This is an optimization exercise on Yosys and OpenROAD, whose aim is small area, a short achievable clock period and few clock cycles per item, not a production implementation. In this exercise RTL edits were held to simulation tests only and were not proved equivalent to the original. Power figures rest on the tool's default switching activity, not on a simulated workload.

==> flow/run.sh <==
#!/bin/bash
# synth_recipe.tcl (not shown) runs the flow's synth.tcl, then flattens the netlist and writes it again
# the make line also repeats each setting of config.mk as NAME=value (left out here)
make -C /OpenROAD-flow-scripts/flow DESIGN_CONFIG=/design/flow/config.mk WORK_HOME=/design/flow/orfs CLKGATE_MAP_FILE= SYNTH_SCRIPT=/design/flow/synth_recipe.tcl finish
==> flow/constraint.sdc <==
create_clock -name core_clock -period 5.5 [get_ports {clk}]
set_input_delay 1.1000 -clock core_clock [delete_from_list [all_inputs] [get_ports {clk}]]
set_output_delay 1.1000 -clock core_clock [all_outputs]
set_load 0.01 [all_outputs]
==> flow/design.v <==
package mac_array_pkg;
    localparam int LEN_W = 8;
endpackage
module mac_array_lane (
    input  logic        clk,
    input  logic        fire,
    input  logic [15:0] in_data,
    input  logic [7:0]  in_weight,
    input  logic        clr,
    input  logic        o_load,
    output logic [23:0] out_acc,
    output logic        out_sat
);
    logic [15:0] x1;
    logic [3:0]  one_d, two_d, neg_d, one1, two1, neg1;
    logic [24:0] s_c, c_c;
    logic [24:0] h2, g2;
    logic [23:0] acc;
    logic        sat;
    logic [24:0] a, x, y, t;
    logic        ovf;
    logic [23:0] res;
    logic        sat_new;
    always_comb begin
        for (int i = 0; i < 4; i++) begin
            logic b2, b1, b0;
            b2 = in_weight[2*i+1];
            b1 = in_weight[2*i];
            b0 = (i == 0) ? 1'b0 : in_weight[2*i-1];
            one_d[i] = fire && (b1 ^ b0);
            two_d[i] = fire && ((b2 && !b1 && !b0) || (!b2 && b1 && b0));
            neg_d[i] = fire && b2;
        end
    end
    always_ff @(posedge clk) begin
        x1   <= in_data;
        one1 <= one_d;
        two1 <= two_d;
        neg1 <= neg_d;
    end
    mac_array_tree u_tree (
        .x  (x1),
        .one(one1),
        .two(two1),
        .neg(neg1),
        .s  (s_c),
        .c  (c_c)
    );
    always_ff @(posedge clk) begin
        h2 <= s_c ^ c_c;
        g2 <= s_c & c_c;
    end
    assign a = {acc[23], acc};
    assign x = a ^ h2;
    assign y = {(a[23:0] | g2[23:0]) & (h2[23:0] | g2[23:0]), 1'b0};
    logic [24:0] ad_g, ad_o;
    assign ad_g = x & y;
    assign ad_o = x | y;
    wire ad_n0 = ad_g[1] | ((ad_o[1] & x[0]) & y[0]);
    wire ad_n1 = ad_g[3] | ((ad_o[3] & x[2]) & y[2]);
    wire ad_n2 = ad_o[3] & ad_o[2];
    wire ad_n3 = ad_g[5] | ((ad_o[5] & x[4]) & y[4]);
    wire ad_n4 = ad_o[5] & ad_o[4];
    wire ad_n5 = ad_g[7] | ((ad_o[7] & x[6]) & y[6]);
    wire ad_n6 = ad_o[7] & ad_o[6];
    wire ad_n7 = ad_g[9] | ((ad_o[9] & x[8]) & y[8]);
    wire ad_n8 = ad_o[9] & ad_o[8];
    wire ad_n9 = ad_g[11] | ((ad_o[11] & x[10]) & y[10]);
    wire ad_n10 = ad_o[11] & ad_o[10];
    wire ad_n11 = ad_g[13] | ((ad_o[13] & x[12]) & y[12]);
    wire ad_n12 = ad_o[13] & ad_o[12];
    wire ad_n13 = ad_g[15] | ((ad_o[15] & x[14]) & y[14]);
    wire ad_n14 = ad_o[15] & ad_o[14];
    wire ad_n15 = ad_g[17] | ((ad_o[17] & x[16]) & y[16]);
    wire ad_n16 = ad_o[17] & ad_o[16];
    wire ad_n17 = ad_g[19] | ((ad_o[19] & x[18]) & y[18]);
    wire ad_n18 = ad_o[19] & ad_o[18];
    wire ad_n19 = ad_g[21] | ((ad_o[21] & x[20]) & y[20]);
    wire ad_n20 = ad_o[21] & ad_o[20];
    wire ad_n21 = ad_g[23] | ((ad_o[23] & x[22]) & y[22]);
    wire ad_n22 = ad_o[23] & ad_o[22];
    wire ad_n23 = ad_g[2] | (ad_o[2] & ad_n0);
    wire ad_n24 = ad_n1 | (ad_n2 & ad_n0);
    wire ad_n25 = ad_g[6] | (ad_o[6] & ad_n3);
    wire ad_n26 = ad_o[6] & ad_n4;
    wire ad_n27 = ad_n5 | (ad_n6 & ad_n3);
    wire ad_n28 = ad_n6 & ad_n4;
    wire ad_n29 = ad_g[10] | (ad_o[10] & ad_n7);
    wire ad_n30 = ad_o[10] & ad_n8;
    wire ad_n31 = ad_n9 | (ad_n10 & ad_n7);
    wire ad_n32 = ad_n10 & ad_n8;
    wire ad_n33 = ad_g[14] | (ad_o[14] & ad_n11);
    wire ad_n34 = ad_o[14] & ad_n12;
    wire ad_n35 = ad_n13 | (ad_n14 & ad_n11);
    wire ad_n36 = ad_n14 & ad_n12;
    wire ad_n37 = ad_g[18] | (ad_o[18] & ad_n15);
    wire ad_n38 = ad_o[18] & ad_n16;
    wire ad_n39 = ad_n17 | (ad_n18 & ad_n15);
    wire ad_n40 = ad_n18 & ad_n16;
    wire ad_n41 = ad_g[22] | (ad_o[22] & ad_n19);
    wire ad_n42 = ad_o[22] & ad_n20;
    wire ad_n43 = ad_n21 | (ad_n22 & ad_n19);
    wire ad_n44 = ad_n22 & ad_n20;
    wire ad_n45 = ad_g[4] | (ad_o[4] & ad_n24);
    wire ad_n46 = ad_n3 | (ad_n4 & ad_n24);
    wire ad_n47 = ad_n25 | (ad_n26 & ad_n24);
    wire ad_n48 = ad_n27 | (ad_n28 & ad_n24);
    wire ad_n49 = ad_g[12] | (ad_o[12] & ad_n31);
    wire ad_n50 = ad_o[12] & ad_n32;
    wire ad_n51 = ad_n11 | (ad_n12 & ad_n31);
    wire ad_n52 = ad_n12 & ad_n32;
    wire ad_n53 = ad_n33 | (ad_n34 & ad_n31);
    wire ad_n54 = ad_n34 & ad_n32;
    wire ad_n55 = ad_n35 | (ad_n36 & ad_n31);
    wire ad_n56 = ad_n36 & ad_n32;
    wire ad_n57 = ad_g[20] | (ad_o[20] & ad_n39);
    wire ad_n58 = ad_o[20] & ad_n40;
    wire ad_n59 = ad_n19 | (ad_n20 & ad_n39);
    wire ad_n60 = ad_n20 & ad_n40;
    wire ad_n61 = ad_n41 | (ad_n42 & ad_n39);
    wire ad_n62 = ad_n42 & ad_n40;
    wire ad_n63 = ad_n43 | (ad_n44 & ad_n39);
    wire ad_n64 = ad_n44 & ad_n40;
    wire ad_n65 = ad_g[8] | (ad_o[8] & ad_n48);
    wire ad_n66 = ad_n7 | (ad_n8 & ad_n48);
    wire ad_n67 = ad_n29 | (ad_n30 & ad_n48);
    wire ad_n68 = ad_n31 | (ad_n32 & ad_n48);
    wire ad_n69 = ad_n49 | (ad_n50 & ad_n48);
    wire ad_n70 = ad_n51 | (ad_n52 & ad_n48);
    wire ad_n71 = ad_n53 | (ad_n54 & ad_n48);
    wire ad_n72 = ad_n55 | (ad_n56 & ad_n48);
    wire ad_n73 = ad_g[24] | (ad_o[24] & ad_n63);
    wire ad_n74 = ad_o[24] & ad_n64;
    wire ad_n75 = ad_g[16] | (ad_o[16] & ad_n72);
    wire ad_n76 = ad_n15 | (ad_n16 & ad_n72);
    wire ad_n77 = ad_n37 | (ad_n38 & ad_n72);
    wire ad_n78 = ad_n39 | (ad_n40 & ad_n72);
    wire ad_n79 = ad_n57 | (ad_n58 & ad_n72);
    wire ad_n80 = ad_n59 | (ad_n60 & ad_n72);
    wire ad_n81 = ad_n61 | (ad_n62 & ad_n72);
    wire ad_n82 = ad_n63 | (ad_n64 & ad_n72);
    wire ad_n83 = ad_n73 | (ad_n74 & ad_n72);
    assign t[0] = (x[0] ^ 1'b0) ^ y[0];
    assign t[1] = (x[1] ^ ad_g[0]) ^ y[1];
    assign t[2] = (x[2] ^ ad_n0) ^ y[2];
    assign t[3] = (x[3] ^ ad_n23) ^ y[3];
    assign t[4] = (x[4] ^ ad_n24) ^ y[4];
    assign t[5] = (x[5] ^ ad_n45) ^ y[5];
    assign t[6] = (x[6] ^ ad_n46) ^ y[6];
    assign t[7] = (x[7] ^ ad_n47) ^ y[7];
    assign t[8] = (x[8] ^ ad_n48) ^ y[8];
    assign t[9] = (x[9] ^ ad_n65) ^ y[9];
    assign t[10] = (x[10] ^ ad_n66) ^ y[10];
    assign t[11] = (x[11] ^ ad_n67) ^ y[11];
    assign t[12] = (x[12] ^ ad_n68) ^ y[12];
    assign t[13] = (x[13] ^ ad_n69) ^ y[13];
    assign t[14] = (x[14] ^ ad_n70) ^ y[14];
    assign t[15] = (x[15] ^ ad_n71) ^ y[15];
    assign t[16] = (x[16] ^ ad_n72) ^ y[16];
    assign t[17] = (x[17] ^ ad_n75) ^ y[17];
    assign t[18] = (x[18] ^ ad_n76) ^ y[18];
    assign t[19] = (x[19] ^ ad_n77) ^ y[19];
    assign t[20] = (x[20] ^ ad_n78) ^ y[20];
    assign t[21] = (x[21] ^ ad_n79) ^ y[21];
    assign t[22] = (x[22] ^ ad_n80) ^ y[22];
    assign t[23] = (x[23] ^ ad_n81) ^ y[23];
    assign t[24] = (x[24] ^ ad_n82) ^ y[24];
    always_comb begin
        ovf     = t[24] ^ t[23];
        res     = {t[24], ovf ? {23{~t[24]}} : t[22:0]};
        sat_new = sat | ovf;
    end
    always_ff @(posedge clk) begin
        acc <= clr ? 24'd0 : res;
        sat <= clr ? 1'b0 : sat_new;
        if (o_load) begin
            out_acc <= res;
            out_sat <= sat_new;
        end
    end
endmodule
module mac_array_tree (
    input  logic [15:0] x,
    input  logic [3:0]  one,
    input  logic [3:0]  two,
    input  logic [3:0]  neg,
    output logic [24:0] s,
    output logic [24:0] c
);
    wire r0_0 = (one[0] & x[0]) ^ neg[0];
    wire r0_1 = ((one[0] & x[1]) | (two[0] & x[0])) ^ neg[0];
    wire r0_2 = ((one[0] & x[2]) | (two[0] & x[1])) ^ neg[0];
    wire r0_3 = ((one[0] & x[3]) | (two[0] & x[2])) ^ neg[0];
    wire r0_4 = ((one[0] & x[4]) | (two[0] & x[3])) ^ neg[0];
    wire r0_5 = ((one[0] & x[5]) | (two[0] & x[4])) ^ neg[0];
    wire r0_6 = ((one[0] & x[6]) | (two[0] & x[5])) ^ neg[0];
    wire r0_7 = ((one[0] & x[7]) | (two[0] & x[6])) ^ neg[0];
    wire r0_8 = ((one[0] & x[8]) | (two[0] & x[7])) ^ neg[0];
    wire r0_9 = ((one[0] & x[9]) | (two[0] & x[8])) ^ neg[0];
    wire r0_10 = ((one[0] & x[10]) | (two[0] & x[9])) ^ neg[0];
    wire r0_11 = ((one[0] & x[11]) | (two[0] & x[10])) ^ neg[0];
    wire r0_12 = ((one[0] & x[12]) | (two[0] & x[11])) ^ neg[0];
    wire r0_13 = ((one[0] & x[13]) | (two[0] & x[12])) ^ neg[0];
    wire r0_14 = ((one[0] & x[14]) | (two[0] & x[13])) ^ neg[0];
    wire r0_15 = ((one[0] & x[15]) | (two[0] & x[14])) ^ neg[0];
    wire r0_16 = ((one[0] & x[15]) | (two[0] & x[15])) ^ neg[0];
    wire r1_0 = (one[1] & x[0]) ^ neg[1];
    wire r1_1 = ((one[1] & x[1]) | (two[1] & x[0])) ^ neg[1];
    wire r1_2 = ((one[1] & x[2]) | (two[1] & x[1])) ^ neg[1];
    wire r1_3 = ((one[1] & x[3]) | (two[1] & x[2])) ^ neg[1];
    wire r1_4 = ((one[1] & x[4]) | (two[1] & x[3])) ^ neg[1];
    wire r1_5 = ((one[1] & x[5]) | (two[1] & x[4])) ^ neg[1];
    wire r1_6 = ((one[1] & x[6]) | (two[1] & x[5])) ^ neg[1];
    wire r1_7 = ((one[1] & x[7]) | (two[1] & x[6])) ^ neg[1];
    wire r1_8 = ((one[1] & x[8]) | (two[1] & x[7])) ^ neg[1];
    wire r1_9 = ((one[1] & x[9]) | (two[1] & x[8])) ^ neg[1];
    wire r1_10 = ((one[1] & x[10]) | (two[1] & x[9])) ^ neg[1];
    wire r1_11 = ((one[1] & x[11]) | (two[1] & x[10])) ^ neg[1];
    wire r1_12 = ((one[1] & x[12]) | (two[1] & x[11])) ^ neg[1];
    wire r1_13 = ((one[1] & x[13]) | (two[1] & x[12])) ^ neg[1];
    wire r1_14 = ((one[1] & x[14]) | (two[1] & x[13])) ^ neg[1];
    wire r1_15 = ((one[1] & x[15]) | (two[1] & x[14])) ^ neg[1];
    wire r1_16 = ((one[1] & x[15]) | (two[1] & x[15])) ^ neg[1];
    wire r2_0 = (one[2] & x[0]) ^ neg[2];
    wire r2_1 = ((one[2] & x[1]) | (two[2] & x[0])) ^ neg[2];
    wire r2_2 = ((one[2] & x[2]) | (two[2] & x[1])) ^ neg[2];
    wire r2_3 = ((one[2] & x[3]) | (two[2] & x[2])) ^ neg[2];
    wire r2_4 = ((one[2] & x[4]) | (two[2] & x[3])) ^ neg[2];
    wire r2_5 = ((one[2] & x[5]) | (two[2] & x[4])) ^ neg[2];
    wire r2_6 = ((one[2] & x[6]) | (two[2] & x[5])) ^ neg[2];
    wire r2_7 = ((one[2] & x[7]) | (two[2] & x[6])) ^ neg[2];
    wire r2_8 = ((one[2] & x[8]) | (two[2] & x[7])) ^ neg[2];
    wire r2_9 = ((one[2] & x[9]) | (two[2] & x[8])) ^ neg[2];
    wire r2_10 = ((one[2] & x[10]) | (two[2] & x[9])) ^ neg[2];
    wire r2_11 = ((one[2] & x[11]) | (two[2] & x[10])) ^ neg[2];
    wire r2_12 = ((one[2] & x[12]) | (two[2] & x[11])) ^ neg[2];
    wire r2_13 = ((one[2] & x[13]) | (two[2] & x[12])) ^ neg[2];
    wire r2_14 = ((one[2] & x[14]) | (two[2] & x[13])) ^ neg[2];
    wire r2_15 = ((one[2] & x[15]) | (two[2] & x[14])) ^ neg[2];
    wire r2_16 = ((one[2] & x[15]) | (two[2] & x[15])) ^ neg[2];
    wire r3_0 = (one[3] & x[0]) ^ neg[3];
    wire r3_1 = ((one[3] & x[1]) | (two[3] & x[0])) ^ neg[3];
    wire r3_2 = ((one[3] & x[2]) | (two[3] & x[1])) ^ neg[3];
    wire r3_3 = ((one[3] & x[3]) | (two[3] & x[2])) ^ neg[3];
    wire r3_4 = ((one[3] & x[4]) | (two[3] & x[3])) ^ neg[3];
    wire r3_5 = ((one[3] & x[5]) | (two[3] & x[4])) ^ neg[3];
    wire r3_6 = ((one[3] & x[6]) | (two[3] & x[5])) ^ neg[3];
    wire r3_7 = ((one[3] & x[7]) | (two[3] & x[6])) ^ neg[3];
    wire r3_8 = ((one[3] & x[8]) | (two[3] & x[7])) ^ neg[3];
    wire r3_9 = ((one[3] & x[9]) | (two[3] & x[8])) ^ neg[3];
    wire r3_10 = ((one[3] & x[10]) | (two[3] & x[9])) ^ neg[3];
    wire r3_11 = ((one[3] & x[11]) | (two[3] & x[10])) ^ neg[3];
    wire r3_12 = ((one[3] & x[12]) | (two[3] & x[11])) ^ neg[3];
    wire r3_13 = ((one[3] & x[13]) | (two[3] & x[12])) ^ neg[3];
    wire r3_14 = ((one[3] & x[14]) | (two[3] & x[13])) ^ neg[3];
    wire r3_15 = ((one[3] & x[15]) | (two[3] & x[14])) ^ neg[3];
    wire r3_16 = ((one[3] & x[15]) | (two[3] & x[15])) ^ neg[3];
    wire t0 = r0_6 ^ r1_4;
    wire t1 = r0_6 & r1_4;
    wire t2 = r0_7 ^ r1_5;
    wire t3 = r0_7 & r1_5;
    wire t4 = r0_8 ^ r1_6;
    wire t5 = r0_8 & r1_6;
    wire t6 = r0_9 ^ r1_7;
    wire t7 = r0_9 & r1_7;
    wire t8 = r0_10 ^ r1_8;
    wire t9 = r0_10 & r1_8;
    wire t10 = r0_11 ^ r1_9;
    wire t11 = r0_11 & r1_9;
    wire t12 = r0_12 ^ r1_10;
    wire t13 = r0_12 & r1_10;
    wire t14 = r0_13 ^ r1_11;
    wire t15 = r0_13 & r1_11;
    wire t16 = r0_14 ^ r1_12;
    wire t17 = r0_14 & r1_12;
    wire t18 = r0_15 ^ r1_13;
    wire t19 = r0_15 & r1_13;
    wire t20 = r0_16 ^ r1_14;
    wire t21 = r0_16 & r1_14;
    wire t22 = r0_16 ^ r1_15;
    wire t23 = r0_16 & r1_15;
    wire t24 = ~r0_16 ^ ~r1_16;
    wire t25 = ~r0_16 & ~r1_16;
    wire t26 = r0_4 ^ r1_2;
    wire t27 = r0_4 & r1_2;
    wire t28 = r0_5 ^ r1_3;
    wire t29 = r0_5 & r1_3;
    wire t30 = r2_2 ^ r3_0 ^ neg[3];
    wire t31 = (r2_2 & r3_0) | (r2_2 & neg[3]) | (r3_0 & neg[3]);
    wire t32 = r2_3 ^ r3_1 ^ t1;
    wire t33 = (r2_3 & r3_1) | (r2_3 & t1) | (r3_1 & t1);
    wire t34 = r2_4 ^ r3_2 ^ t3;
    wire t35 = (r2_4 & r3_2) | (r2_4 & t3) | (r3_2 & t3);
    wire t36 = r2_5 ^ r3_3 ^ t5;
    wire t37 = (r2_5 & r3_3) | (r2_5 & t5) | (r3_3 & t5);
    wire t38 = r2_6 ^ r3_4 ^ t7;
    wire t39 = (r2_6 & r3_4) | (r2_6 & t7) | (r3_4 & t7);
    wire t40 = r2_7 ^ r3_5 ^ t9;
    wire t41 = (r2_7 & r3_5) | (r2_7 & t9) | (r3_5 & t9);
    wire t42 = r2_8 ^ r3_6 ^ t11;
    wire t43 = (r2_8 & r3_6) | (r2_8 & t11) | (r3_6 & t11);
    wire t44 = r2_9 ^ r3_7 ^ t13;
    wire t45 = (r2_9 & r3_7) | (r2_9 & t13) | (r3_7 & t13);
    wire t46 = r2_10 ^ r3_8 ^ t15;
    wire t47 = (r2_10 & r3_8) | (r2_10 & t15) | (r3_8 & t15);
    wire t48 = r2_11 ^ r3_9 ^ t17;
    wire t49 = (r2_11 & r3_9) | (r2_11 & t17) | (r3_9 & t17);
    wire t50 = r2_12 ^ r3_10 ^ t19;
    wire t51 = (r2_12 & r3_10) | (r2_12 & t19) | (r3_10 & t19);
    wire t52 = r2_13 ^ r3_11 ^ t21;
    wire t53 = (r2_13 & r3_11) | (r2_13 & t21) | (r3_11 & t21);
    wire t54 = r2_14 ^ r3_12 ^ t23;
    wire t55 = (r2_14 & r3_12) | (r2_14 & t23) | (r3_12 & t23);
    wire t56 = 1'b1 ^ r2_15 ^ r3_13;
    wire t57 = (1'b1 & r2_15) | (1'b1 & r3_13) | (r2_15 & r3_13);
    wire t58 = r0_2 ^ r1_0;
    wire t59 = r0_2 & r1_0;
    wire t60 = r0_3 ^ r1_1;
    wire t61 = r0_3 & r1_1;
    wire t62 = r2_0 ^ neg[2] ^ t26;
    wire t63 = (r2_0 & neg[2]) | (r2_0 & t26) | (neg[2] & t26);
    wire t64 = r2_1 ^ t27 ^ t28;
    wire t65 = (r2_1 & t27) | (r2_1 & t28) | (t27 & t28);
    wire t66 = t0 ^ t29 ^ t30;
    wire t67 = (t0 & t29) | (t0 & t30) | (t29 & t30);
    wire t68 = t2 ^ t31 ^ t32;
    wire t69 = (t2 & t31) | (t2 & t32) | (t31 & t32);
    wire t70 = t4 ^ t33 ^ t34;
    wire t71 = (t4 & t33) | (t4 & t34) | (t33 & t34);
    wire t72 = t6 ^ t35 ^ t36;
    wire t73 = (t6 & t35) | (t6 & t36) | (t35 & t36);
    wire t74 = t8 ^ t37 ^ t38;
    wire t75 = (t8 & t37) | (t8 & t38) | (t37 & t38);
    wire t76 = t10 ^ t39 ^ t40;
    wire t77 = (t10 & t39) | (t10 & t40) | (t39 & t40);
    wire t78 = t12 ^ t41 ^ t42;
    wire t79 = (t12 & t41) | (t12 & t42) | (t41 & t42);
    wire t80 = t14 ^ t43 ^ t44;
    wire t81 = (t14 & t43) | (t14 & t44) | (t43 & t44);
    wire t82 = t16 ^ t45 ^ t46;
    wire t83 = (t16 & t45) | (t16 & t46) | (t45 & t46);
    wire t84 = t18 ^ t47 ^ t48;
    wire t85 = (t18 & t47) | (t18 & t48) | (t47 & t48);
    wire t86 = t20 ^ t49 ^ t50;
    wire t87 = (t20 & t49) | (t20 & t50) | (t49 & t50);
    wire t88 = t22 ^ t51 ^ t52;
    wire t89 = (t22 & t51) | (t22 & t52) | (t51 & t52);
    wire t90 = t24 ^ t53 ^ t54;
    wire t91 = (t24 & t53) | (t24 & t54) | (t53 & t54);
    wire t92 = t25 ^ t55 ^ t56;
    wire t93 = (t25 & t55) | (t25 & t56) | (t55 & t56);
    wire t94 = ~r2_16 ^ r3_14 ^ t57;
    wire t95 = (~r2_16 & r3_14) | (~r2_16 & t57) | (r3_14 & t57);
    wire t96 = 1'b1 ^ r3_15;
    wire t97 = 1'b1 & r3_15;
    assign s = {1'b1, 1'b1, ~r3_16, t95, t93, t91, t89, t87, t85, t83, t81, t79, t77, t75, t73, t71, t69, t67, t65, t63, t61, t59, neg[1], r0_1, r0_0};
    assign c = {1'b0, 1'b0, t97, t96, t94, t92, t90, t88, t86, t84, t82, t80, t78, t76, t74, t72, t70, t68, t66, t64, t62, t60, t58, 1'b0, neg[0]};
endmodule
module mac_array
#(
    parameter int DATA_WIDTH   = 16,
    parameter int WEIGHT_WIDTH = 8,
    parameter int ACCUM_WIDTH  = 24,
    parameter int LANES        = 8,
    parameter int LEN_WIDTH    = 8
) (
    input  logic                          clk,
    input  logic                          rst,
    input  logic [LEN_WIDTH-1:0]          cfg_len_m1,
    input  logic                          in_valid,
    output logic                          in_ready,
    input  logic [LANES*DATA_WIDTH-1:0]   in_data,
    input  logic [LANES*WEIGHT_WIDTH-1:0] in_weight,
    output logic                          out_valid,
    input  logic                          out_ready,
    output logic [LANES*ACCUM_WIDTH-1:0]  out_accum,
    output logic [LANES-1:0]              out_sat
);
    logic                 in_ready_q;
    logic                 inprog_q;       
    logic [LEN_WIDTH-1:0] rem_q;          
    logic                 v1_q, f1_q, l1_q;  
    logic                 v2_q, l2_q;        
    logic                 afin_q;         
    logic                 ovalid_q;
    logic                 fire, first, last, clr;
    logic                 inprog_d;
    logic [LEN_WIDTH-1:0] rem_d;
    logic                 ofree, fin, o_load, afin_d, ovalid_d;
    logic                 fin1, a1, o1, fin2, a2, in_ready_d;
    always_comb begin
        fire  = in_valid && in_ready_q;
        first = !inprog_q;
        last  = first ? (cfg_len_m1 == '0) : (rem_q == LEN_WIDTH'(1));
        clr   = f1_q;
        if (fire) begin
            inprog_d = !last;
            rem_d    = first ? cfg_len_m1 : rem_q - LEN_WIDTH'(1);
        end else begin
            inprog_d = inprog_q;
            rem_d    = rem_q;
        end
        ofree    = !ovalid_q || out_ready;
        fin      = v2_q && l2_q;
        o_load   = ofree && (fin || (!v2_q && afin_q));
        afin_d   = fin ? !ofree : (afin_q && !(!v2_q && ofree));
        ovalid_d = o_load || (ovalid_q && !out_ready);
        fin1 = v1_q && l1_q;
        a1   = fin1 ? (ovalid_d || afin_d) : (afin_d && !(!v1_q && !ovalid_d));
        o1   = ovalid_d || fin1 || (!v1_q && afin_d);
        fin2 = fire && last;
        a2   = fin2 ? (o1 || a1) : (a1 && !(!fire && !o1));
        in_ready_d = !(!inprog_d && a2);
    end
    always_ff @(posedge clk) begin
        if (rst) begin
            in_ready_q <= 1'b1;
            inprog_q   <= 1'b0;
            rem_q      <= '0;
            v1_q       <= 1'b0;
            f1_q       <= 1'b0;
            l1_q       <= 1'b0;
            v2_q       <= 1'b0;
            l2_q       <= 1'b0;
            afin_q     <= 1'b0;
            ovalid_q   <= 1'b0;
        end else begin
            in_ready_q <= in_ready_d;
            inprog_q   <= inprog_d;
            rem_q      <= rem_d;
            v1_q       <= fire;
            f1_q       <= fire && first;
            l1_q       <= fire && last;
            v2_q       <= v1_q;
            l2_q       <= l1_q;
            afin_q     <= afin_d;
            ovalid_q   <= ovalid_d;
        end
    end
    assign in_ready  = in_ready_q;
    assign out_valid = ovalid_q;
    for (genvar g = 0; g < LANES; g++) begin : g_lane
        mac_array_lane u_lane (
            .clk      (clk),
            .fire     (fire),
            .in_data  (in_data[g*DATA_WIDTH +: DATA_WIDTH]),
            .in_weight(in_weight[g*WEIGHT_WIDTH +: WEIGHT_WIDTH]),
            .clr      (clr),
            .o_load   (o_load),
            .out_acc  (out_accum[g*ACCUM_WIDTH +: ACCUM_WIDTH]),
            .out_sat  (out_sat[g])
        );
    end
endmodule
module mac_array_top (
    input  logic         clk,
    input  logic         rst,
    input  logic [7:0]   cfg_len_m1,
    input  logic         in_valid,
    output logic         in_ready,
    input  logic [127:0] in_data,
    input  logic [63:0]  in_weight,
    output logic         out_valid,
    input  logic         out_ready,
    output logic [191:0] out_accum,
    output logic [7:0]   out_sat
);
    mac_array #(
        .DATA_WIDTH  (16),
        .WEIGHT_WIDTH(8),
        .ACCUM_WIDTH (24),
        .LANES       (8),
        .LEN_WIDTH   (8)
    ) u_mac_array (
        .clk       (clk),
        .rst       (rst),
        .cfg_len_m1(cfg_len_m1),
        .in_valid  (in_valid),
        .in_ready  (in_ready),
        .in_data   (in_data),
        .in_weight (in_weight),
        .out_valid (out_valid),
        .out_ready (out_ready),
        .out_accum (out_accum),
        .out_sat   (out_sat)
    );
endmodule
==> flow/config.mk <==
export PLATFORM = sky130hd
export DESIGN_NAME = mac_array_top
export DESIGN_NICKNAME = mac_array_top
export VERILOG_FILES = /design/flow/design.v
export SDC_FILE = /design/flow/constraint.sdc
export NUM_CORES = 4
export LEC_CHECK = 0
export ABC_AREA = 1
export CAP_MARGIN = 20
export CORE_MARGIN = 2
export CORE_UTILIZATION = 65
export SETUP_SLACK_MARGIN = 2.6
export SLEW_MARGIN = 20
==> metrics.yaml, run 1 <==
clocking:
  insertion_delay_ps: 690
  clock-sinks: 1001
  cts_made_buffers: 105
  cts_root_buf: "clkbuf_16"
  path_clk_slew_ps: 60
  cts_tree: "built"
  ctsHoldBuffers: 0
  cts_max_path_buffers: 3
  cts.htree.levels: 3
global_route:
  grt-ovfl-total: 0
  antenna_found_initial: 14
  grt_first_pass_wirelength_um: 223000
  grt_use_total: 0.292
  grt_max_degree: 120
  grt_pass1_vias: 45100
timing:
  tns_ps: 0
  period_share: 0.520
  max-slew-margin-rel: 0.219
  period_minus_slack_ps: 2860
  finalHoldViolations: 0
  worst_slew_pin_slew_ps: 1170
  hold_ws_ps: 458
  finClkSkew_ps: 19.8
  report.final.setup_viol: 0
  slew_violations: 0
  fmax_ghz: 0.349
  rsz0062_at_grt: "true"
synth:
  yosys.cell_types.count: 53
  postSynthCellCount: 7057
  synth-seq-area-share: 0.372
  synth_warnings: 2
  avgSynthCellArea_um2: 8.41
  ys_ff_latch: 1001
  syn_nets: 7850
  synthesis.area_um2: 59300
die:
  die-area_um2: 93700
  core_area_um2: 90300
  dieWidth_um: 306
  die_h_um: 306
  rows: 110
  initial_core_util: 0.657
  ios: 406
layout:
  layout_common_cells: "nand2_1 (1,342), inv_1 (1,293), dfxtp_1 (779)"
  final_common_cell: "nand2_1"
  area_growth_pct: 15.2
  fillCellCount: 6767
  fin_nets: 8205
  drive_gt1_frac: 0.0728
routing:
  via_per_inst: 5.34
  wl_per_cell_um: 16.3
  ant_nets: 0
  drc: 0
  routed_wl_um: 141000
  drtIter0Drc: 3299
  dr.pass1.iters: 6
  vias: 46400
outcome:
  outcome: "no timing/DRC/antenna violations"
worst_setup_path:
  worstPathRequired_ps: 6070
  r2r.worst_path.cells: 9
  critPathLaunchType: "flip-flop"
  end_kind: "flip-flop"
  crit_type: "flip-flop to flip-flop"
  crit_arrival_ps: 3430
  cp_max_fo: 15
power:
  ir_worst_vdd_v: 0.000410
  finalPower_uw: 45000
  power.leakage_uw: 0.0352
  p_per_area_nw_per_um2: 659
min_path:
  worstHoldPathCells: 2
  hp-class: "flip-flop to flip-flop"
placed_design:
  numPortBuffers: 405
  routabilityCongestion: 0.915
  dp_hpwl_um: 102000
flow_run:
  drv_cap: 0
-- metrics by stage --
stage          cell area (um2)  worst slack (ps)  cells   util
4_1_cts                  67600              2540   8613  0.749
3_5_place_dp             63800              2230   8416  0.707
5_1_grt                  68400              2490   8686  0.757
3_3_place_gp             63800              2180   8416  0.707
6_report                 68400              2640   8689  0.757
2_1_floorplan            59300              1010   7057      -
-- per-layer routing --
layer	routed length, um	global-route usage
met5	13	0
met4	6240	0.133
met3	8160	0.0452
met2	67300	0.493
met1	59700	0.369
-- logic make-up after synthesis --
group / after synthesis / synth area share
fa+ha+maj: 589 / 0.157
simple gates: 2077 / 0.148
xor+xnor: 721 / 0.106
mux: 4 / 0.000759
compound gates: 1116 / 0.114
flops: 1001 / 0.372
buf+inv: 1549 / 0.103
-- final cells by class --
type	instances	area, um2	share of cell area
diodes	11	27.5	0.000403
clock buffers	150	3120	0.0456
clock inverters	47	499	0.00730
inverters	1321	5030	0.0736
multi-input cells	4517	31500	0.461
flip-flops and latches	1001	22100	0.323
well taps	1176	1470	0.0215
repair buffers	461	4600	0.0673
repair inverters	5	25.0	0.000366
-- critical path, cell delays in order (launching register included) --
cell	delay (ps)
dfxtp_1	320
inv_1	440
o22ai_1	200
xor2_1	180
ha_1	220
fa_1	490
inv_1	50
fa_1	510
inv_1	50
ha_1	270
-- worst paths after layout --
path                                             start                                   to  slack, ps
setup / recovery  u_mac_array.g_lane[5].u_lane.two1[1]  u_mac_array.g_lane[5].u_lane.h2[15]       2640
hold / removal                        u_mac_array.l1_q                     u_mac_array.l2_q        460
setup reg to reg  u_mac_array.g_lane[5].u_lane.two1[1]  u_mac_array.g_lane[5].u_lane.h2[15]       2640
hold reg to reg                       u_mac_array.l1_q                     u_mac_array.l2_q        460
-- synthesized netlist by cell type (all sizes together) --
| cell type | count | area (um2) |
|---|---|---|
| nand3 | 195 | 1060 |
| a31oi | 7 | 43.8 |
| o21bai | 6 | 45.0 |
| or2 | 76 | 478 |
| buf | 115 | 706 |
| o211ai | 5 | 37.5 |
| xnor2 | 102 | 893 |
| xor2 | 619 | 5420 |
| nor2 | 342 | 1320 |
| nand3b | 12 | 123 |
| nand2 | 1407 | 5500 |
| a21oi | 408 | 2440 |
| mux2 | 4 | 45.0 |
| clkinv | 1 | 3.75 |
| o31ai | 1 | 7.51 |
| edfxtp | 200 | 6010 |
| nor3 | 20 | 130 |
| ha | 333 | 4170 |
| a31o | 3 | 26.3 |
| fa | 256 | 5120 |
| nor4 | 2 | 12.5 |
| nand2b | 3 | 18.8 |
| a32o | 1 | 10.0 |
| nand4 | 10 | 62.6 |
| dfxtp | 801 | 16000 |
| o21ai | 152 | 768 |
| a21o | 24 | 180 |
| a221oi | 1 | 8.76 |
| clkbuf | 113 | 424 |
| inv | 1320 | 4950 |
| o22ai | 480 | 3000 |
| o21a | 3 | 22.5 |
| and2 | 10 | 62.6 |
| a21boi | 25 | 191 |
-- timing repair --
item / 4_1_cts / 5_1_grt
gates cloned: 0 / 15
endpoints found under the setup margin: 328 / 164
setup buffers: 0 / 50
gates resized for setup: 29 / 39
pin swaps: 0 / 7
-- report_power, final --
part | switching, uW | internal [uW] | leakage (uW)
Clock | 2990 | 4330 | 0.00178
Sequential | 1290 | 10800 | 0.00851
Combinational | 16200 | 9410 | 0.0249
Total | 20500 | 24500 | 0.0352
-- state kept, by name (all words and copies together), names as in the netlist, 8 cells and up --
register / count
u_mac_array.g_lane.u_lane.two1: 32
u_mac_array.g_lane.u_lane.one1: 32
u_mac_array.g_lane.u_lane.out_sat: 8
u_mac_array.g_lane.u_lane.neg1: 32
u_mac_array.rem_q: 8
u_mac_array.g_lane.u_lane.sat: 8
u_mac_array.g_lane.u_lane.h2: 184
u_mac_array.g_lane.u_lane.out_acc: 192
u_mac_array.g_lane.u_lane.acc: 192
u_mac_array.g_lane.u_lane.x1: 128
u_mac_array.g_lane.u_lane.g2: 176
Testbench counts, summed over its fixed seeds: cycles 27,915, items 3,200.
==> inputs of run 2 (changes only) <==
--- a/flow/config.mk
+++ b/flow/config.mk
@@ -9,5 +9,5 @@
 export CAP_MARGIN = 20
 export CORE_MARGIN = 2
 export CORE_UTILIZATION = 65
-export SETUP_SLACK_MARGIN = 2.6
+export SETUP_SLACK_MARGIN = 2.7
 export SLEW_MARGIN = 20
==> run 2 against run 1 <==
  * Still clean on timing, DRC and antenna
  * Hold slack lost 23 ps
  * Largest power group unchanged
  * Setup slack gained 100 ps
  * Critical endpoint is now out_accum[99]
  * Fmax grew 3.7%
  * Highest routed layer is now met4
  * Largest cell class unchanged
==> metrics.yaml, run 2 <==
placed_design:
  routabilityCongestion: 0.926
  dp.cells: 8421
  dp_hpwl_um: 101000
  numPortBuffers: 405
timing:
  finalHoldViolations: 0
  slew_violations: 0
  rsz0062_at_grt: "true"
  report.final.setup_viol: 0
  tns_ps: 0
  fmax_ghz: 0.362
  period_minus_slack_ps: 2760
  period_share: 0.502
  finClkSkew_ps: 13.8
  max-slew-margin-rel: 0.375
  worst_slew_pin_slew_ps: 936
worst_setup_path:
  critPathBufInv: 1
  end_kind: "output pin"
  worstPathRequired_ps: 4400
  critPathLaunchType: "flip-flop"
  critPathTopFamily: "buffers and inverters"
  crit_arrival_ps: 1660
  slowest_stage: "clkdlybuf4s50_1"
  cp_max_fo: 1
  worstPathCellList: "clkdlybuf4s50_1"
  max_stage_delay_ps: 660
  crit_type: "flip-flop to output pin"
routing:
  routed_wl_um: 143000
  wl_per_cell_um: 16.3
  via_per_inst: 5.36
  drc: 0
  drtIter0Drc: 3672
  dr.pass1.iters: 6
  vias: 46700
  ant_nets: 0
clocking:
  insertion_delay_ps: 690
  ctsHoldBuffers: 0
  cts_root_buf: "clkbuf_16"
  clock-sinks: 1001
  path_clk_slew_ps: 60
  cts_made_buffers: 104
  cts_max_path_buffers: 3
  cts_tree: "built"
  cts.htree.levels: 3
synth:
  synth_edf_count: 200
  synth-seq-area-share: 0.372
  synthFlopType: "dfxtp_1"
  synth_top_area_frac: 0.270
  synthesis.area_um2: 59300
  postSynthCellCount: 7057
  synth_most_common_cell: "nand2_1"
  synthTopCellsByArea: "dfxtp_1 (27%), edfxtp_1 (10%), xor2_1 (9.1%)"
  synth_warnings: 2
  synthArstFlopShare: 0
  synth.largest_area_cell: "dfxtp_1"
  avgSynthCellArea_um2: 8.41
  ys_ff_latch: 1001
  yosys.cell_types.count: 53
  syn_nets: 7850
  synth.top_cells.by_count: "nand2_1 (1,344), inv_1 (1,312), dfxtp_1 (801)"
power:
  p_per_area_nw_per_um2: 661
  power.leakage_uw: 0.0355
  ir_worst_vdd_v: 0.000352
die:
  die-area_um2: 93700
  initial_core_util: 0.657
  ios: 406
  dieWidth_um: 306
  die_h_um: 306
  rows: 110
  core_area_um2: 90300
layout:
  fillCellCount: 6710
  drive_gt1_frac: 0.0824
  fin_nets: 8246
  layout_common_cells: "nand2_1 (1,339), inv_1 (1,278), dfxtp_1 (774)"
  area_growth_pct: 16.4
  final_common_cell: "nand2_1"
  largestRegisters: "u_mac_array.g_lane.u_lane.acc x192, u_mac_array.g_lane.u_lane.out_acc x192, u_mac_array.g_lane.u_lane.h2 x184"
  final_cells: 8725
global_route:
  grt_max_degree: 119
  grt_use_total: 0.291
  grt_pass1_vias: 44700
  grt_first_pass_wirelength_um: 222000
  grt-ovfl-total: 0
  antenna_found_initial: 9
outcome:
  outcome: "no timing/DRC/antenna violations"
flow_run:
  drv_cap: 0
min_path:
  hp-class: "flip-flop to flip-flop"
run 2: cell counts after synthesis:
No cell type changed its count.
run 2: power breakdown:
part	switching, uW	leakage, uW	internal (uW)	total (uW)
Combinational	16500	0.0252	9510	26000
Sequential	1280	0.00851	10800	12100
Clock	3020	0.00188	4600	7620
Total	20800	0.0355	24900	45700
run 2: layout make-up:
type | instances | area [um2] | area share
multi-input cells | 4524 | 31700 | 0.459
flip-flops and latches | 1001 | 22100 | 0.320
inverters | 1321 | 5080 | 0.0736
repair buffers | 494 | 4840 | 0.0701
clock buffers | 147 | 3160 | 0.0457
well taps | 1176 | 1470 | 0.0213
clock inverters | 51 | 654 | 0.00948
repair inverters | 7 | 40.0 | 0.000580
diodes | 4 | 10.0 | 0.000145
run 2: logic make-up after synthesis:
family / count (synthesis) / synth area share
simple gates: 2077 / 0.148
buf+inv: 1549 / 0.103
compound gates: 1116 / 0.114
flops: 1001 / 0.372
xor+xnor: 721 / 0.106
fa+ha+maj: 589 / 0.157
mux: 4 / 0.000759
run 2: timing repair:
item / in CTS / in global routing
buffers inserted: 21 / 57
pin swaps: 1 / 6
setup endpoints to repair: 531 / 253
cloned: 2 / 22
gates resized for setup: 77 / 75
run 2: worst register-to-register path: cells and delay by family (launching register included):
kind / cells / cell delay, ps
compound gates: 1 / 230
xor+xnor: 1 / 120
fa+ha+maj: 4 / 1440
buf+inv: 4 / 460
flops: 1 / 390
run 2: metal layers:
metal	GRT usage	up-vias	wire length (um)	part of all wire
met5	0	-	0	0
met1	0.375	21600	60400	0.42
li1	-	23200	-	-
met4	0.120	0	6200	0.043
met3	0.0420	330	9060	0.063
met2	0.491	1638	67000	0.47
run 2: per-stage QoR:
step | total power [uW] | hold WS [ps] | worst slack (ps) | instance area [um2] | util
floorplan | 31700 | 403 | 1010 | 59400 | -
global placement | 35900 | 420 | 2070 | 63900 | 0.707
detailed placement | 36800 | 425 | 2050 | 63900 | 0.707
CTS | 45000 | 434 | 2620 | 68100 | 0.754
global route | 50000 | 461 | 2630 | 69100 | 0.765
finish | 45700 | 434 | 2740 | 69100 | 0.765
run 2: final timing paths:
path	cells after the start	end	startpoint	slack, ps
min reg2reg	2	u_mac_array.l2_q	u_mac_array.l1_q	430
max reg2reg	10	u_mac_array.g_lane[4].u_lane.h2[9]	u_mac_array.g_lane[4].u_lane.one1[0]	2750
min	2	u_mac_array.l2_q	u_mac_array.l1_q	430
max	1	out_accum[99]	u_mac_array.g_lane[4].u_lane.out_acc[3]	2740
==> inputs of run 3 (changes only) <==
--- a/flow/config.mk
+++ b/flow/config.mk
@@ -9,5 +9,5 @@
 export CAP_MARGIN = 20
 export CORE_MARGIN = 2
 export CORE_UTILIZATION = 65
-export SETUP_SLACK_MARGIN = 2.7
+export SETUP_SLACK_MARGIN = 2.8
 export SLEW_MARGIN = 20
==> run 3 against run 2 <==
  * Sequential power about the same
  * Still clean
  * Sequential share of layout area shrank 0.72 points
  * Via count up 2.0%
  * Die area stayed put
  * Clock skew is 14 ps higher
  * Utilization rose by 2.0 points
  * Non-clock buffer count up 85
  * Synthesized cell count stayed put
  * Critical path depth is 9 higher
  * Fmax up 0.11%
==> metrics.yaml, run 3 <==
outcome:
  outcome: "no timing/DRC/antenna violations"
synth:
  avgSynthCellArea_um2: 8.41
  yosys.area_share.simple: 0.148
  synthArstFlopShare: 0
  yosys.area_share.adder: 0.157
  yosys.cell_types.count: 53
  syn_nets: 7850
  synthesis.area_um2: 59300
  synth.largest_area_cell: "dfxtp_1"
  synthTopCellsByArea: "dfxtp_1 (27%), edfxtp_1 (10%), xor2_1 (9.1%)"
  synth_top_family_by_area: "adder cells"
  synth_mux_area_frac: 0.000759
  synth_compound_area_frac: 0.114
  synthXorXnorAreaFrac: 0.106
  synth.top_cells.by_count: "nand2_1 (1,344), inv_1 (1,312), dfxtp_1 (801)"
  synth-seq-area-share: 0.372
  postSynthCellCount: 7057
  synthFlopType: "dfxtp_1"
  synth_most_common_cell: "nand2_1"
  synth_warnings: 2
  ys_ff_latch: 1001
  synth_top_area_frac: 0.270
  synth_edf_count: 200
layout:
  area_growth_pct: 19.5
  final_common_cell: "nand2_1"
  drive_gt1_frac: 0.121
  final_cells: 8823
  fin_util: 0.785
  layout_common_cells: "nand2_1 (1,330), inv_1 (1,251), dfxtp_1 (738)"
  fin_nets: 8345
  largestRegisters: "u_mac_array.g_lane.u_lane.acc x192, u_mac_array.g_lane.u_lane.out_acc x192, u_mac_array.g_lane.u_lane.h2 x184"
  final_area_um2: 70900
clocking:
  cts_max_path_buffers: 3
  cts_made_buffers: 102
  clock-sinks: 1001
  cts_root_buf: "clkbuf_16"
  cts_tree: "built"
  cts.htree.levels: 3
  path_clk_slew_ps: 60
  ctsHoldBuffers: 0
  insertion_delay_ps: 700
timing:
  worst_slew_pin_slew_ps: 1150
  slew_violations: 0
  max-slew-margin-rel: 0.230
  period_share: 0.501
  setup_slack_ps: 2740
  tns_ps: 0
  rsz0062_at_grt: "true"
  report.final.setup_viol: 0
  fmax_ghz: 0.363
  finalHoldViolations: 0
  period_minus_slack_ps: 2760
  finClkSkew_ps: 27.8
placed_design:
  dp_hpwl_um: 101000
  preCtsSetupSlack_ps: 2210
  numPortBuffers: 405
  dpl_cell_area_um2: 63800
  routabilityCongestion: 0.898
  dp.cells: 8419
worst_setup_path:
  worstPathRequired_ps: 6080
  critPathTopFamily: "adder cells"
  crit_type: "flip-flop to flip-flop"
  cp_max_fo: 6
  end_kind: "flip-flop"
  worstPathCellList: "clkinvlp_4 > buf_8 > o22ai_2 > xor2_1 > ha_1 > fa_1 > inv_1 > fa_1 > inv_1 > ha_1"
  critPathLaunchType: "flip-flop"
  slowest_stage: "fa_1"
  critPathBufInv: 4
  crit_arrival_ps: 3330
  max_stage_delay_ps: 490
routing:
  routed_wl_um: 150000
  drc: 0
  drtIter0Drc: 3952
  ant_nets: 0
  via_per_inst: 5.40
  wl_per_cell_um: 17.0
  dr.pass1.iters: 6
  vias: 47700
die:
  die_h_um: 306
  core_area_um2: 90300
  ios: 406
  rows: 110
  initial_core_util: 0.657
  die-area_um2: 93700
  dieWidth_um: 306
global_route:
  grt_use_total: 0.299
  grt-ovfl-total: 0
  grt_pass1_vias: 45200
  antenna_found_initial: 13
  grt_first_pass_wirelength_um: 228000
  grt_max_degree: 126
power:
  swShare: 0.460
  p_per_area_nw_per_um2: 657
  power.leakage_uw: 0.0362
  p_switching_uw: 21400
  p_clk_frac: 0.157
  combPwrFrac: 0.583
  intPower_uw: 25100
  power.share.sequential: 0.260
  ir_worst_vdd_v: 0.000436
min_path:
  hp-class: "flip-flop to flip-flop"
flow_run:
  drv_cap: 0
==> run 3: changes by cell type in the layout (fill, tap and decap cells not counted), sizes merged <==
cell	before	now
diode	4	5
clkbuf	149	142
dlymetal6s2s	3	17
inv	1299	1274
buf	87	170
bufinv	12	7
clkinv	25	36
bufbuf	0	1
nand2	1419	1422
clkdlybuf4s50	371	274
nand3	197	199
clkinvlp	43	76
nand3b	15	16
dlygate4sd2	31	114
==> run 3: final cells by class <==
cell class	instances	area, um2
clock inverter	55	551
multi-input combinational	4530	32700
tap	1176	1470
antenna	5	12.5
timing repair inverter	17	125
clock buffer	139	3060
fill	6387	19400
timing repair buffer	579	5640
sequential	1001	22200
inverter	1321	5170
==> run 3: through the flow <==
stage / power [uW] / hold WS (ps)
6_report: 46500 / 437
3_3_place_gp: 36000 / 427
3_5_place_dp: 36800 / 430
5_1_grt: 50900 / 464
4_1_cts: 45200 / 440
2_1_floorplan: 31700 / 403
==> run 3: routing by layer <==
metal  part of all wire  vias to the layer above  global-route usage  routed length [um]
li1                   -                    23300                   -                   -
met1               0.41                    22100               0.387               61900
met2               0.48                     1864               0.505               71300
met3              0.071                      396              0.0491               10600
met4              0.040                       12               0.110                5940
met5            0.00049                        -                   0                  74
==> run 3: repair_timing <==
action                                  4_1_cts  5_1_grt
gates resized for setup                     208      318
pin swaps                                     3       42
cloned                                       18       25
endpoints found under the setup margin      706      473
setup buffers                                59      103
==> run 3: kinds of logic (layout without fill, tap and decap cells) <==
| group | after synthesis | in the layout |
|---|---|---|
| flops | 1001 | 1001 |
| xor+xnor | 721 | 721 |
| fa+ha+maj | 589 | 589 |
| other cells | 0 | 5 |
| simple gates | 2077 | 2100 |
| buf+inv | 1549 | 2111 |
| compound gates | 1116 | 1116 |
| mux | 4 | 4 |
==> run 3: worst paths after layout <==
| check | start | end | slack, ps | cells after the start |
|---|---|---|---|---|
| setup / recovery | u_mac_array.g_lane[3].u_lane.one1[0] | u_mac_array.g_lane[3].u_lane.h2[8] | 2740 | 10 |
| setup reg to reg | u_mac_array.g_lane[3].u_lane.one1[0] | u_mac_array.g_lane[3].u_lane.h2[8] | 2740 | 10 |
| hold reg to reg | u_mac_array.v1_q | u_mac_array.v2_q | 440 | 2 |
| hold / removal | u_mac_array.v1_q | u_mac_array.v2_q | 440 | 2 |
==> run 3: worst min-delay path, stage by stage, from the launching register on <==
cell and delay [ps]:
dfxtp_1 330, inv_1 60, nor2_1 30
==> run 3: power groups by stage <==
stage	Sequential (uW)	Clock (uW)	Combinational (uW)
after floorplan	11700	0	20000
after global placement	12100	0	23800
after detailed placement	12200	0	24600
after CTS	12100	7400	25700
after global routing	12300	7670	30900
final	12100	7290	27200
==> inputs of run 4 (changes only) <==
--- a/flow/config.mk
+++ b/flow/config.mk
@@ -8,6 +8,6 @@
 export ABC_AREA = 1
 export CAP_MARGIN = 20
 export CORE_MARGIN = 2
-export CORE_UTILIZATION = 65
-export SETUP_SLACK_MARGIN = 2.8
+export CORE_UTILIZATION = 60
+export SETUP_SLACK_MARGIN = 2.7
 export SLEW_MARGIN = 20
==> run 4 against run 3 <==
  * Register-to-register slack got worse by 50 ps
  * Hold slack got worse by 19 ps
  * Setup slack got worse by 47 ps
  * Sequential cell count unchanged
  * Largest cell class unchanged
==> metrics.yaml, run 4 <==
worst_setup_path:
  critPathLaunchType: "flip-flop"
  crit_arrival_ps: 3390
  end_kind: "flip-flop"
  setup.worst_path.end: "u_mac_array.g_lane[3].u_lane.h2[11]"
  cp_max_fo: 8
  r2r.worst_path.cells: 9
  worstPathRequired_ps: 6080
  crit_type: "flip-flop to flip-flop"
  crit_start: "u_mac_array.g_lane[3].u_lane.two1[1]"
  r2r_slack_ps: 2700
  timing.rr.end: "u_mac_array.g_lane[3].u_lane.h2[11]"
  r2r-start: "u_mac_array.g_lane[3].u_lane.two1[1]"
routing:
  dr.pass1.iters: 5
  wl_per_cell_um: 16.4
  routed_wl_um: 145000
  ant_nets: 0
  via_per_inst: 5.20
  drtIter0Drc: 2948
  vias: 46100
  drc: 0
placed_design:
  dp_hpwl_um: 102000
  numPortBuffers: 405
  dpl_cell_area_um2: 64000
  routabilityCongestion: 0.920
  dp.cells: 8527
timing:
  fmax_ghz: 0.357
  tns_ps: 0
  slew_violations: 0
  rsz0062_at_grt: "true"
  finalHoldViolations: 0
  worst_slew_pin_slew_ps: 1210
  report.final.setup_viol: 0
  hold_ws_ps: 418
  period_minus_slack_ps: 2800
  max-slew-margin-rel: 0.188
  finClkSkew_ps: 23.2
  period_share: 0.510
synth:
  synth_mux_area_frac: 0.000759
  yosys.area_share.simple: 0.148
  synth_top_family_by_area: "adder cells"
  synth.top_cells.by_count: "nand2_1 (1,344), inv_1 (1,312), dfxtp_1 (801)"
  synth_edf_count: 200
  synth-seq-area-share: 0.372
  avgSynthCellArea_um2: 8.41
  yosys.cell_types.count: 53
  synth_compound_area_frac: 0.114
  syn_nets: 7850
  synthXorXnorAreaFrac: 0.106
  synthFlopType: "dfxtp_1"
  ys_ff_latch: 1001
  synth_warnings: 2
  synth_top_area_frac: 0.270
  synthesis.area_um2: 59300
  postSynthCellCount: 7057
  synth.largest_area_cell: "dfxtp_1"
  synthArstFlopShare: 0
  synthTopCellsByArea: "dfxtp_1 (27%), edfxtp_1 (10%), xor2_1 (9.1%)"
  yosys.area_share.adder: 0.157
  synth_most_common_cell: "nand2_1"
die:
  die_h_um: 318
  ios: 406
  core_area_um2: 98100
  die-area_um2: 101000
  initial_core_util: 0.605
  rows: 115
  dieWidth_um: 318
layout:
  final_cells: 8868
  final_common_cell: "nand2_1"
  final_area_um2: 69500
  fillCellCount: 7885
  fin_nets: 8282
  area_growth_pct: 17.2
  drive_gt1_frac: 0.0883
  layout_common_cells: "nand2_1 (1,336), inv_1 (1,272), dfxtp_1 (768)"
  largestRegisters: "u_mac_array.g_lane.u_lane.acc x192, u_mac_array.g_lane.u_lane.out_acc x192, u_mac_array.g_lane.u_lane.h2 x184"
global_route:
  grt_max_degree: 145
  grt_pass1_vias: 43500
  antenna_found_initial: 7
  grt_first_pass_wirelength_um: 223000
  grt-ovfl-total: 0
  grt_use_total: 0.269
clocking:
  cts_made_buffers: 105
  cts_max_path_buffers: 3
  cts_tree: "built"
  cts_root_buf: "clkbuf_16"
  path_clk_slew_ps: 70
  insertion_delay_ps: 690
  cts.htree.levels: 3
  clock-sinks: 1001
power:
  finalPower_uw: 45800
  ir_worst_vdd_v: 0.000324
  p_per_area_nw_per_um2: 659
  power.leakage_uw: 0.0357
outcome:
  outcome: "no timing/DRC/antenna violations"
min_path:
  hp-class: "flip-flop to flip-flop"
flow_run:
  drv_cap: 0
[run 4: changes by cell type in the layout (fill, tap and decap cells not counted), sizes merged]
cell,previous run,this run
clkinv,36,23
dlygate4sd2,114,49
clkdlybuf4s50,274,352
bufinv,7,10
diode,5,1
clkbuf,142,157
bufbuf,1,0
buf,170,113
dlymetal6s2s,17,4
inv,1274,1286
clkinvlp,76,55
[run 4: worst min-delay path by stage]
stage,from,to,slack (ps),depth (start not counted)
after global placement,u_mac_array.l1_q,u_mac_array.l2_q,410,2
after floorplan,u_mac_array.l1_q,u_mac_array.l2_q,400,2
after global routing,u_mac_array.l1_q,u_mac_array.l2_q,470,2
after CTS,u_mac_array.l1_q,u_mac_array.l2_q,420,2
after detailed placement,u_mac_array.l1_q,u_mac_array.l2_q,410,2
final,u_mac_array.l1_q,u_mac_array.l2_q,420,2
[run 4: metrics by stage]
stage	setup slack, ps	util
after floorplan	1010	-
after global placement	2190	0.652
after detailed placement	2150	0.652
after CTS	2620	0.693
after global routing	2630	0.709
final	2700	0.709
[run 4: final cells by class]
type                            instances  area (um2)  share of cell area
Antenna cell                            1        2.50           0.0000360
Clock buffer                          157        3240              0.0466
Clock inverter                         41         487             0.00700
Inverter                             1321        5110              0.0734
Multi-Input combinational cell       4530       31900               0.459
Sequential cell                      1001       22100               0.318
Tap cell                             1287        1610              0.0232
Timing Repair Buffer                  518        4990              0.0718
Timing Repair inverter                 12        82.6             0.00119
[run 4: power breakdown]
group	internal, uW	total, uW	switching, uW
registers	10800	12100	1280
clock network	4550	7530	2980
logic	9720	26200	16500
[run 4: timing repair]
action                     4_1_cts  5_1_grt
setup buffers                   16       91
gates cloned                     0       35
setup endpoints to repair      544      290
hold buffers                     0        0
pin swaps                        0       12
gates resized for setup         93      120
[run 4: cells by family after synthesis]
family                   after synthesis
AND/OR/NAND/NOR                     2077
flip-flops                          1001
multiplexers                           4
AO/OA/AOI/OAI                       1116
buffers and inverters               1549
XOR/XNOR                             721
adder cells (fa/ha/maj)              589
[run 4: worst max-delay path, cell delays in order (launching register included)]
cell and delay, ps:
dfxtp_1 520, clkinvlp_4 290, o22ai_1 250, xor2_1 100, ha_1 230, fa_1 490
inv_1 50, fa_1 470, inv_1 40, ha_1 260
[run 4: metal layers]
| layer | vias to the layer above | track usage | routed length (um) |
|---|---|---|---|
| li1 | 23200 | - | - |
| met1 | 21300 | 0.358 | 63900 |
| met2 | 1341 | 0.445 | 67200 |
| met3 | 284 | 0.0498 | 8850 |
| met4 | 2 | 0.0859 | 4990 |
| met5 | - | 0 | 13 |
==> inputs of run 5 (changes only) <==
--- a/flow/config.mk
+++ b/flow/config.mk
@@ -8,6 +8,6 @@
 export ABC_AREA = 1
 export CAP_MARGIN = 20
 export CORE_MARGIN = 2
-export CORE_UTILIZATION = 60
+export CORE_UTILIZATION = 68
 export SETUP_SLACK_MARGIN = 2.7
 export SLEW_MARGIN = 20
==> run 5 against run 4 <==
  * Still clean
  * Non-clock buffer count decreased by 7
  * Sequential cell count is the same
  * Cell count down 1.6%
  * Clock skew increased by 1.1 ps
  * Hold slack better by 5.9 ps
  * Area after synthesis stayed put
  * Power barely moved
  * Global-route usage rose by 3.6 points
  * Highest routed layer unchanged
==> metrics.yaml, run 5 <==
timing:
  period_minus_slack_ps: 2780
  report.final.setup_viol: 0
  max-slew-margin-rel: 0.259
  hold_ws_ps: 424
  finalHoldViolations: 0
  tns_ps: 0
  finClkSkew_ps: 24.3
  slew_violations: 0
  worst_slew_pin_slew_ps: 1110
  fmax_ghz: 0.360
  period_share: 0.506
  rsz0062_at_grt: "true"
clocking:
  cts_max_path_buffers: 3
  cts_tree: "built"
  cts_made_buffers: 105
  path_clk_slew_ps: 60
  insertion_delay_ps: 680
  cts_root_buf: "clkbuf_16"
  cts.htree.levels: 3
  clock-sinks: 1001
synth:
  syn_nets: 7850
  synthesis.area_um2: 59300
  synthTopCellsByArea: "dfxtp_1 (27%), edfxtp_1 (10%), xor2_1 (9.1%)"
  yosys.cell_types.count: 53
  synth_warnings: 2
  synth-seq-area-share: 0.372
  synthFlopType: "dfxtp_1"
  postSynthCellCount: 7057
  synth_most_common_cell: "nand2_1"
  synth.largest_area_cell: "dfxtp_1"
  synth.top_cells.by_count: "nand2_1 (1,344), inv_1 (1,312), dfxtp_1 (801)"
  synth_top_area_frac: 0.270
  synthArstFlopShare: 0
  avgSynthCellArea_um2: 8.41
  ys_ff_latch: 1001
  synth_edf_count: 200
placed_design:
  numPortBuffers: 405
  routabilityCongestion: 0.940
  dp_hpwl_um: 102000
  dpl_cell_area_um2: 63800
  dp.cells: 8396
die:
  core_area_um2: 86600
  ios: 406
  die-area_um2: 89600
  initial_core_util: 0.685
  die_h_um: 299
  rows: 108
  dieWidth_um: 299
layout:
  layout_common_cells: "nand2_1 (1,339), inv_1 (1,278), dfxtp_1 (766)"
  final_cells: 8723
  largestRegisters: "u_mac_array.g_lane.u_lane.acc x192, u_mac_array.g_lane.u_lane.out_acc x192, u_mac_array.g_lane.u_lane.h2 x184"
  area_growth_pct: 16.6
  final_area_um2: 69200
  drive_gt1_frac: 0.0861
  fin_nets: 8267
  final_common_cell: "nand2_1"
power:
  power.leakage_uw: 0.0356
  ir_worst_vdd_v: 0.000527
  p_per_area_nw_per_um2: 662
  finalPower_uw: 45800
global_route:
  use_met3: 0.0547
  grt.busiest_layer: "met2"
  grt_first_pass_wirelength_um: 223000
  grt_max_degree: 125
  met1_usage: 0.396
  grt-ovfl-total: 0
  grtUsageMet2: 0.509
  antenna_found_initial: 14
  grt_pass1_vias: 44800
  grt_use_total: 0.305
outcome:
  outcome: "no timing/DRC/antenna violations"
worst_setup_path:
  max_stage_delay_ps: 310
  worstPathCellList: "ha_1 > ha_1 > or2_2 > nand3_1 > nand2_1 > nand2_2 > nand3_4 > nand2_2 > nand2_4 > nand2_4 > nand2_4 > nand2_8 > buf_4 > nand2_1"
  cp_max_fo: 10
  critPathLaunchType: "flip-flop"
  crit_arrival_ps: 3210
  worstPathRequired_ps: 5930
  crit_type: "flip-flop to flip-flop"
  critPathMostFrequentCell: "nand2_4"
  end_kind: "flip-flop"
  slowest_stage: "dfxtp_1"
routing:
  vias: 47400
  dr.pass1.iters: 6
  drtIter0Drc: 3888
  ant_nets: 0
  drc: 0
  routed_wl_um: 147000
  wl_per_cell_um: 16.8
  via_per_inst: 5.44
flow_run:
  drv_cap: 0
min_path:
  hp-class: "flip-flop to flip-flop"
## run 5: cell counts after synthesis
No cell type changed its count.
## run 5: per-stage QoR
stage,worst slack (ps),utilization
finish,2720,0.798
CTS,2650,0.784
global placement,2270,0.737
detailed placement,2210,0.737
global route,2610,0.798
floorplan,1010,-
## run 5: cell type report
type | instances | area (um2)
Multi-Input combinational cell | 4527 | 31800
Sequential cell | 1001 | 22100
Fill cell | 5880 | 17500
Inverter | 1321 | 5080
Timing Repair Buffer | 511 | 4950
Clock buffer | 146 | 3140
Tap cell | 1155 | 1450
Clock inverter | 50 | 583
Timing Repair inverter | 7 | 40.0
Antenna cell | 5 | 12.5
## run 5: power breakdown
part	total [uW]	switching [uW]	internal, uW
Sequential	12100	1350	10800
Clock	7490	2980	4510
Combinational	26100	16500	9640
## run 5: critical path: cells and delay by family (launching register included)
kind	cells	cell delay (ps)
flip-flops	1	310
AND/OR/NAND/NOR	11	1470
buffers and inverters	1	210
adder cells (fa/ha/maj)	2	550
## run 5: path summary, 6_finish.rpt
kind | from | endpoint | slack, ps | cells after the start
setup / recovery | u_mac_array.g_lane[2].u_lane.h2[1] | u_mac_array.g_lane[2].u_lane.out_acc[6] | 2720 | 14
setup reg to reg | u_mac_array.g_lane[2].u_lane.h2[1] | u_mac_array.g_lane[2].u_lane.out_acc[6] | 2720 | 14
hold reg to reg | u_mac_array.l1_q | u_mac_array.l2_q | 420 | 2
hold / removal | u_mac_array.l1_q | u_mac_array.l2_q | 420 | 2
## run 5: cell families after synthesis
kind of cell	count (synthesis)	synth area share
AND/OR/NAND/NOR	2077	0.148
multiplexers	4	0.000759
buffers and inverters	1549	0.103
adder cells (fa/ha/maj)	589	0.157
AO/OA/AOI/OAI	1116	0.114
flip-flops	1001	0.372
XOR/XNOR	721	0.106
## run 5: per-layer routing
layer,up-vias,routed length [um]
li1,23200,-
met1,21900,60500
met2,1923,68600
met3,381,11400
met4,8,5990
met5,-,46
## run 5: timing repair
| action | in CTS | in global routing |
|---|---|---|
| cloned | 1 | 26 |
| resized for setup | 74 | 97 |
| setup endpoints to repair | 523 | 286 |
| buffers inserted | 25 | 74 |
| pin swaps | 1 | 7 |
| hold buffers | 0 | 0 |

## separate check: timing with driven ports
The results above use ideal ports. As a check the final layouts listed here were re-extracted and re-timed, cells and wires unchanged.
Step 1 (the two cells are an assumption about what drives the block):
set clk [get_ports {clk}]
set_driving_cell -lib_cell sky130_fd_sc_hd__clkbuf_16 $clk
set_driving_cell -lib_cell sky130_fd_sc_hd__buf_2 [delete_from_list [all_inputs] $clk]
Step 2 also shifts input and output timing later by t, the mid clock arrival at the registers, as if the neighbouring blocks saw the same clock.
Slacks: no drivers / after step 1 / after step 2; pairs: no drivers / after step 1.
run	shift t [ns]	setup WS [ns]	worst setup path after step 2
run 1	0.755	2.638 / 2.577 / 2.368	input to register
run 2	0.755	2.741 / 2.671 / 2.081	input to register
run 3	0.754	2.744 / 2.744 / 2.250	input to register
run 4	0.753	2.697 / 2.677 / 2.364	input to register
run 5	0.740	2.719 / 2.652 / 2.229	input to register
After both steps setup and hold are still met in every run listed. For run 2, which loses most, drivers alone change the setup slack by -0.070 ns; drivers and shift together by -0.660 ns.
